Context: an optimization exercise on an open-source flow, tuned for a short achievable clock period and few clock cycles. The choices shown serve that exercise and are no tape-out recipe.
At most, simulation tests tie the RTL to the original design; equivalence was not proved.
Power is estimated from default activity; no workload was simulated.

== pepper ==
==> flow/design.v <==
module icache_nway_lru #(
   parameter int ADDR_W = 32,
   parameter int WAYS   = 4,
   parameter int SETS   = 4,
   parameter int WPL    = 2,
   parameter int PAGE   = 12
) (
   input  logic                clk,
   input  logic                reset,
   input  logic                proc_req,
   input  logic [ADDR_W-1:0]   address_from_proc,
   input  logic                flush,
   output logic [31:0]         data_to_proc,
   output logic                proc_resp_valid,
   output logic                hit_miss,
   output logic                busy,
   output logic                ram_req,
   output logic [ADDR_W-1:0]   address_to_ram,
   input  logic [32*WPL-1:0]   data_from_ram,
   input  logic                ram_access_done
);
   localparam int WSEL_W = $clog2(WPL);
   localparam int OFF    = WSEL_W + 2;
   localparam int IDX_W  = $clog2(SETS);
   localparam int TAG_W  = ADDR_W - OFF - IDX_W;
   localparam int LO_W   = PAGE - OFF - IDX_W;    
   localparam int HI_W   = TAG_W - LO_W;          
   localparam int NPAIR  = WAYS * (WAYS - 1) / 2;
   localparam int HALF   = WAYS / 2;    
   logic [SETS-1:0][WAYS-1:0]                  valid_q;
   logic [SETS-1:0][WAYS-1:0]                  use_q;    
   logic [SETS-1:0][WAYS-1:0][TAG_W-1:0]       tag_q;
   logic [SETS-1:0][WAYS-1:0][WPL-1:0][31:0]   line_q;
   logic [SETS-1:0][NPAIR-1:0]                 ord_q;
   logic [SETS-1:0][WAYS-1:0]                  vic_q;
   logic [HI_W-1:0]                            page_q;   
   logic [ADDR_W-1:OFF]     addr_q;       
   logic [TAG_W-1:0]        req_tag_q;    
   logic [SETS-1:0]         req_set_q;    
   logic [WSEL_W-1:0]       req_word_q;
   logic [SETS-1:0][WAYS-1:0] hit_line_q;  
   logic                    again_q;      
   logic                    ram_req_q;    
   logic                    resp_a_n_q;   
   logic                    resp_b_n_q;   
   logic                    hit_miss_q;
   logic                    flush_pend_q;  
   logic [31:0]             word_a_n_q;   
   logic [31:0]             word_b_n_q;
   logic refill;    
   logic resp;      
   assign refill = ram_req_q;
   assign resp   = !(resp_a_n_q && resp_b_n_q);
   logic [TAG_W-1:0]          in_tag;
   logic [HI_W-1:0]           in_page;
   logic [LO_W-1:0]           in_lo;
   logic [IDX_W-1:0]          in_idx;
   logic [WSEL_W-1:0]         in_word;
   logic [SETS-1:0]           in_set;
   logic                      first;      
   logic                      flush_now;  
   logic                      page_ok;    
   logic                      look;       
   logic [SETS-1:0][WAYS-1:0] line_hit;
   logic                      hit_a;      
   logic                      hit_b;
   logic [31:0]               word_a;
   logic [31:0]               word_b;
   assign in_tag    = address_from_proc[ADDR_W-1:OFF+IDX_W];
   assign in_page   = in_tag[TAG_W-1:LO_W];
   assign in_lo     = in_tag[LO_W-1:0];
   assign in_idx    = address_from_proc[OFF+IDX_W-1:OFF];
   assign in_word   = address_from_proc[OFF-1:2];
   assign first     = proc_req && !refill && !again_q;
   assign flush_now = (flush || flush_pend_q) && !refill && !again_q;
   assign page_ok   = (in_page == page_q);
   assign look      = (first && !flush_now && page_ok) || again_q;
   always_comb begin
      for (int s = 0; s < SETS; s++)
         in_set[s] = (in_idx == IDX_W'(s));
   end
   always_comb begin
      for (int s = 0; s < SETS; s++)
         for (int w = 0; w < WAYS; w++)
            line_hit[s][w] = in_set[s] && use_q[s][w] &&
                             (tag_q[s][w][LO_W-1:0] == in_lo);
   end
   always_comb begin
      hit_a  = 1'b0;
      hit_b  = 1'b0;
      word_a = '0;
      word_b = '0;
      for (int s = 0; s < SETS; s++)
         for (int w = 0; w < WAYS; w++)
            if (w < HALF) begin
               hit_a  = hit_a || line_hit[s][w];
               word_a = word_a | ({32{line_hit[s][w]}} & line_q[s][w][in_word]);
            end else begin
               hit_b  = hit_b || line_hit[s][w];
               word_b = word_b | ({32{line_hit[s][w]}} & line_q[s][w][in_word]);
            end
   end
   logic              done;
   logic              upd;        
   logic [WAYS-1:0]   hit_way;    
   logic [WAYS-1:0]   cur_valid;
   logic [NPAIR-1:0]  cur_ord;
   logic [WAYS-1:0]   cur_vic;
   logic [WAYS-1:0]   acc;        
   logic [WAYS-1:0]   nxt_valid;
   logic [NPAIR-1:0]  nxt_ord;
   logic [WAYS-1:0]   lru;
   logic [WAYS-1:0]   nxt_vic;
   assign done = refill && ram_access_done;
   assign upd  = done || (resp && !hit_miss_q);
   always_comb begin
      hit_way = '0;
      for (int s = 0; s < SETS; s++)
         hit_way = hit_way | hit_line_q[s];
   end
   always_comb begin
      cur_valid = '0;
      cur_ord   = '0;
      cur_vic   = '0;
      for (int s = 0; s < SETS; s++)
         if (req_set_q[s]) begin
            cur_valid = cur_valid | valid_q[s];
            cur_ord   = cur_ord   | ord_q[s];
            cur_vic   = cur_vic   | vic_q[s];
         end
   end
   assign acc       = refill ? cur_vic : hit_way;
   assign nxt_valid = cur_valid | acc;
   always_comb begin
      int p;
      nxt_ord = cur_ord;
      p = 0;
      for (int i = 0; i < WAYS; i++)
         for (int j = i + 1; j < WAYS; j++) begin
            if (acc[i])      nxt_ord[p] = 1'b0;
            else if (acc[j]) nxt_ord[p] = 1'b1;
            p++;
         end
   end
   always_comb begin
      int p;
      lru = '1;
      p = 0;
      for (int i = 0; i < WAYS; i++)
         for (int j = i + 1; j < WAYS; j++) begin
            if (nxt_ord[p]) lru[j] = 1'b0;
            else            lru[i] = 1'b0;
            p++;
         end
   end
   always_comb begin
      logic found;
      nxt_vic = '0;
      found   = 1'b0;
      for (int w = 0; w < WAYS; w++)
         if (!nxt_valid[w] && !found) begin
            nxt_vic[w] = 1'b1;
            found      = 1'b1;
         end
      if (!found) nxt_vic = lru;
   end
   logic new_page;    
   assign new_page = first && !page_ok;
   always_ff @(posedge clk) begin
      addr_q     <= address_from_proc[ADDR_W-1:OFF];
      hit_line_q <= line_hit;
      word_a_n_q <= refill ? ~data_from_ram[32*req_word_q +: 32] : ~word_a;
      word_b_n_q <= refill ? '1 : ~word_b;
      if (first) begin
         req_tag_q  <= in_tag;
         req_set_q  <= in_set;
         req_word_q <= in_word;
      end
   end
   always_ff @(posedge clk) begin
      if (!reset) begin
         ram_req_q    <= 1'b0;
         resp_a_n_q   <= 1'b1;
         resp_b_n_q   <= 1'b1;
         again_q      <= 1'b0;
         hit_miss_q   <= 1'b1;
         flush_pend_q <= 1'b0;
         page_q       <= '0;
      end else begin
         resp_a_n_q <= !((look && hit_a) || done);
         resp_b_n_q <= !(look && hit_b);
         hit_miss_q <= refill;
         again_q    <= new_page && !flush_now;
         if (refill) ram_req_q <= !ram_access_done;
         else        ram_req_q <= (first && flush_now) || (look && !(hit_a || hit_b));
         if (refill || again_q) flush_pend_q <= flush_pend_q || flush;
         else                   flush_pend_q <= 1'b0;
         if (new_page) page_q <= in_page;
      end
   end
   logic clear;
   assign clear = !reset || flush_now;
   always_ff @(posedge clk) begin
      for (int s = 0; s < SETS; s++) begin
         if (clear) begin
            valid_q[s] <= '0;
            use_q[s]   <= '0;
            ord_q[s]   <= '0;
            vic_q[s]   <= WAYS'(1);
         end else begin
            if (new_page) begin
               for (int w = 0; w < WAYS; w++)
                  use_q[s][w] <= valid_q[s][w] && (tag_q[s][w][TAG_W-1:LO_W] == in_page);
            end
            if (upd && req_set_q[s]) begin
               valid_q[s] <= nxt_valid;
               ord_q[s]   <= nxt_ord;
               vic_q[s]   <= nxt_vic;
               if (refill) use_q[s] <= use_q[s] | acc;
            end
         end
      end
   end
   always_ff @(posedge clk) begin
      for (int s = 0; s < SETS; s++)
         for (int w = 0; w < WAYS; w++)
            if (reset && done && req_set_q[s] && vic_q[s][w]) begin
               tag_q[s][w]  <= req_tag_q;
               line_q[s][w] <= data_from_ram;
            end
   end
   assign data_to_proc    = ~(word_a_n_q & word_b_n_q);
   assign proc_resp_valid = resp;
   assign hit_miss        = hit_miss_q;
   assign busy            = refill;
   assign ram_req         = refill;
   assign address_to_ram  = {addr_q, OFF'(0)};
endmodule
Settings: LEC_CHECK=0, ABC_CLOCK_PERIOD_IN_PS=2000, CAP_MARGIN=20, CORE_MARGIN=2, CORE_UTILIZATION=40, SETUP_SLACK_MARGIN=5, SLEW_MARGIN=20; clock period 8.5 ns.
standard.sh (not shown) runs the stock make flow with config.mk's settings and CLKGATE_MAP_FILE= SYNTH_SCRIPT=/design/flow/synth_recipe.tcl, a recipe that flattens the netlist after the stock synthesis.
==> flow/flow/run.sh <==
#!/bin/bash
# Standard layout, with timing repair aiming further below the clock period.
set -euo pipefail
bash standard.sh SETUP_SLACK_MARGIN=6 finish > orfs_make.log 2>&1
Testbench counts of pepper, summed over its fixed seeds: cycles 44,685.
The inputs of xenon differ from those of pepper as listed below.
--- a/flow/design.v
+++ b/flow/design.v
@@ -39,18 +39,19 @@
    logic [SETS-1:0]         req_set_q;    
    logic [WSEL_W-1:0]       req_word_q;
    logic [SETS-1:0][WAYS-1:0] hit_line_q;  
    logic                    again_q;      
-   logic                    ram_req_q;    
+   logic                    req_a_q;      
+   logic                    req_b_q;      
    logic                    resp_a_n_q;   
    logic                    resp_b_n_q;   
    logic                    hit_miss_q;
    logic                    flush_pend_q;  
    logic [31:0]             word_a_n_q;   
    logic [31:0]             word_b_n_q;
    logic refill;    
    logic resp;      
-   assign refill = ram_req_q;
+   assign refill = req_a_q && req_b_q;
    assign resp   = !(resp_a_n_q && resp_b_n_q);
    logic [TAG_W-1:0]          in_tag;
    logic [HI_W-1:0]           in_page;
    logic [LO_W-1:0]           in_lo;
@@ -178,9 +179,10 @@
       end
    end
    always_ff @(posedge clk) begin
       if (!reset) begin
-         ram_req_q    <= 1'b0;
+         req_a_q      <= 1'b0;
+         req_b_q      <= 1'b0;
          resp_a_n_q   <= 1'b1;
          resp_b_n_q   <= 1'b1;
          again_q      <= 1'b0;
          hit_miss_q   <= 1'b1;
@@ -190,10 +192,15 @@
          resp_a_n_q <= !((look && hit_a) || done);
          resp_b_n_q <= !(look && hit_b);
          hit_miss_q <= refill;
          again_q    <= new_page && !flush_now;
-         if (refill) ram_req_q <= !ram_access_done;
-         else        ram_req_q <= (first && flush_now) || (look && !(hit_a || hit_b));
+         if (refill) begin
+            req_a_q <= !ram_access_done;
+            req_b_q <= !ram_access_done;
+         end else begin
+            req_a_q <= (first && flush_now) || (look && !hit_a);
+            req_b_q <= (first && flush_now) || (look && !hit_b);
+         end
          if (refill || again_q) flush_pend_q <= flush_pend_q || flush;
          else                   flush_pend_q <= 1'b0;
          if (new_page) page_q <= in_page;
       end
[summary]
- Routed wire length (lower): xenon
- Switching share of power, xenon and pepper: smaller value in xenon
- Looking at xenon and pepper, the area used by multi-input combinational logic is a wash.
- The estimated power of xenon ends up lower than the estimate for pepper.
- On xenon: worst hold slack is 8.8 ps lower than what pepper gave.
- Looking only at fraction of final layout cells with drive strength greater than 1, and setting everything else aside, the higher value of xenon and pepper goes to pepper.
- xenon against pepper: switching component of the power -5.9%; die footprint shrank by about 0.55%; per-cell routed wire length went down 1.1 µm; worst setup slack after layout saw a decrease.
No functional check of the RTL was part of xenon.

==> what the ideal ports hide <==
No port has a modelled driver above. Below, the same layouts with a new extraction and two added sets of constraints.
Step 1: set_driving_cell puts a clkbuf_16 on clk and a buf_2 on each other input, an assumption about the parent block.
Step 2 times the ports against the registers' clock, not the clock port: input delays grow and output delays shrink by t, the midpoint of the rising clock arrivals with the driver on.
Three values: ideal, step 1, step 2; two values: the first two.
| run | t, ns | setup slack, ns | latest minus earliest clock arrival (ns) |
|---|---|---|---|
| pepper | 0.899 | 5.371 / 5.286 / 4.554 | 0.057 / 0.057 |
| xenon | 0.903 | 5.197 / 5.109 / 4.561 | 0.052 / 0.051 |
After both steps every run listed still meets setup and hold. For pepper, which loses most, drivers alone change the setup slack by -0.085 ns; drivers and shift together by -0.817 ns.
